Background: an optimization exercise with open tools, aiming at small area, a short achievable clock period and few clock cycles. Do not read the settings as production practice. Function was checked by simulation only, so behaviour that the tests miss may differ from the original. No activity file was given, so power comes from the tool's default toggle rates.

Setup of ember:
## periodic_job_timer_table_core
module periodic_job_timer_table_core (
    input  logic                 clk,
    input  logic                 rst_n,
    input  logic                 cfg_valid,
    output logic                 cfg_ready,
    input  logic [7:0]           cfg_data,
    input  logic                 in_valid,
    output logic                 in_ready,
    input  logic [2:0]           opcode,
    input  logic [23:0]          interval_s,
    input  logic [23:0]          ttl_s,
    input  logic                 is_global,
    input  logic [15:0]          command_tag,
    input  logic [23:0]          target_id,
    input  logic                 delete_all,
    input  logic                 run_enable,
    input  logic [3:0]           slot_index,
    input  logic signed [31:0]   return_code,
    output logic                 out_valid,
    input  logic                 out_ready,
    output logic [3:0]           kind,
    output logic [3:0]           slot,
    output logic [23:0]          job_id,
    output logic [15:0]          command_out,
    output logic                 global_flag,
    output logic [31:0]          count,
    output logic [23:0]          interval_out,
    output logic [31:0]          remaining_s,
    output logic signed [31:0]   last_code,
    output logic                 running,
    output logic                 persist_changed,
    output logic                 last
);
    logic [7:0] min_interval_reg;
    logic r_free, n_valid;
    pjt_pkg::req_t n_req;
    logic [23:0] n_tgt;
    logic [3:0]  n_idx;
    assign cfg_ready = 1'b1;
    always_ff @(posedge clk or negedge rst_n)
    begin
        if (!rst_n)
            min_interval_reg <= pjt_pkg::MIN_INTERVAL_RST;
        else if (cfg_valid)
            min_interval_reg <= cfg_data;
    end
    pjt_ctrl u_ctrl (
  ...
For scale: roughly 2,900 flip-flops, roughly 320 I/O pins, roughly 130,000 µm² of cells after synthesis.
clock: 9.0 ns
lec_check: 0
cap_margin: 20
core_margin: 2
core_utilization: 40
place_density: 0.5
setup_slack_margin: 5
slew_margin: 20
run.sh (not shown) runs the stock make flow with config.mk's settings and CLKGATE_MAP_FILE= SYNTH_SCRIPT=/design/flow/synth_recipe.tcl, a recipe that flattens the netlist after the stock synthesis.
Testbench counts of ember, summed over its fixed seeds: cycles 9,435.
For onyx, these inputs were changed with respect to ember:
--- a/flow/design.v
+++ b/flow/design.v
@@ -202,21 +202,24 @@
     logic [SL-1:0] xe, xf, xe_n, xf_n;
     logic          wrap_stall, now_hi_ff;    
     logic [31:0]   now_p2;
     logic          p1_nz, p2_nz, xe_add, xf_upd;
     logic [SL-1:0] add_spec, done_spec;
     assign wrap_stall = upd_v && now_hi_ff;
     assign add_spec   = {SL{r_valid && r.add && !busy}} & free_oh;
     assign done_spec  = {SL{r_valid && r.done && !busy}} & idx_oh & used;
     assign p1_nz      = (now_p1 != 32'd0);
     assign p2_nz      = (now_p2 != 32'd0);
-    assign xe_add     = exp_sum[32] && (exp_sum[31:0] != 32'd0) && !(&now);
+    logic [31:0] ttl32;
+    assign ttl32      = {8'd0, r.b[23:0]};
+    assign xe_add     = exp_sum[32] && !(&now) &&
+                        ((now ^ ttl32) != {(now[30:0] | ttl32[30:0]), 1'b0});
     logic d_le2, p2_wrap;
     assign d_le2      = (upd_d[23:2] == 22'd0) && !(&upd_d[1:0]);
     assign p2_wrap    = (now_p2[31:1] == 31'd0);
     assign xf_upd     = tick_go ? (p2_wrap ? (due_sum[32] && d_le2) : (due_sum[32] || d_le2)) :
                                   (upd_d1 || (due_sum[32] && p1_nz));
     always_comb
         for (int i = 0; i < SL; i++)
         begin
             xe_n[i] = add_spec[i] ? xe_add :
                       tick_go ? ((xe[i] || (p1_nz && now_p1 == s_exp[i])) && p2_nz) : xe[i];
@@ -340,23 +343,22 @@
         else if (r.done)
             n_kind = idx_ok ? pjt_pkg::K_COMPLETED : pjt_pkg::K_STALE;
         else
             n_kind = idx_ok ? pjt_pkg::K_INFO : pjt_pkg::K_EMPTY;
         n_slot  = (tmode ? m_slot : 4'd0) | ((e_done || e_query) ? idx : 4'd0) |
                   (add_ok ? free_slot : 4'd0);
         n_id    = m_id | (add_ok ? nid : 24'd0);
         n_cmd   = m_cmd | (add_ok ? r.c : 16'd0);
         n_gl    = m_gl | (add_ok & r.f);
         n_iv    = m_iv | (add_ok ? every : 24'd0);
-        n_count = ((tmode || e_query) ? m_runs : 32'd0) |
-                  ((e_done && idx_ok) ? d_inc : 32'd0) |
-                  (e_del ? {28'd0, del_n} : 32'd0);
+        n_count = e_del ? {28'd0, del_n} :
+                  (((tmode || e_query) ? m_runs : 32'd0) | ((e_done && idx_ok) ? d_inc : 32'd0));
         n_code  = ((tmode || e_query) ? m_code : 32'd0) |
                   ((e_done && idx_ok) ? r.a : 32'd0);
         n_rem   = (e_query && idx_ok) ? rem : 32'd0;
         n_pch   = (tmode & sel_e & m_gl) | (add_ok & r.f) | (e_del & del_pch) |
                   (e_done & d_pch);
         n_last  = !(tmode && any);
     end
     assign running = run;
     always_ff @(posedge clk)
     begin
--- outcome ---
Cell count was higher in onyx than in ember. Looking at the reports, onyx completed the entire flow and the layout it produced met the timing, DRC and antenna checks. onyx: total CTS buffers lower than ember. Area used by multi-input combinational logic sits higher in onyx than in ember. Est. power | onyx vs ember | onyx higher. Sequential share of power in onyx vs ember: down 0.6 points.
Testbench counts of onyx, summed over its fixed seeds: cycles 9,435.

==> what the ideal ports hide <==
In the flow no input, the clock included, has a driving cell. The finished layouts below were timed again as built, in two steps.
Step 1 sets driving cells, clkbuf_16 on the clock port and buf_2 on the other inputs (assumed; they add their load-dependent delay and slew).
Step 2 adds t to the input delays and takes it off the output delays; t is the mean of the earliest and latest rising clock arrival at the registers after step 1. Input paths then give back, and output paths get back, about the clock's delay inside the block.
Three values: ideal, step 1, step 2; two values: the first two.
| run | shift t [ns] | setup WS [ns] | worst hold slack (ns) | worst setup path at the end | latest minus earliest clock arrival (ns) |
|---|---|---|---|---|---|
| ember | 1.034 | 4.758 / 4.758 / 3.950 | 0.481 / 0.481 / 0.481 | input to register | 0.076 / 0.076 |
| onyx | 1.054 | 4.872 / 4.872 / 3.972 | 0.488 / 0.488 / 0.488 | input to register | 0.059 / 0.059 |
After both steps every run listed still meets setup and hold. For onyx, which loses most, drivers alone change the setup slack by 0.000 ns; drivers and shift together by -0.900 ns.
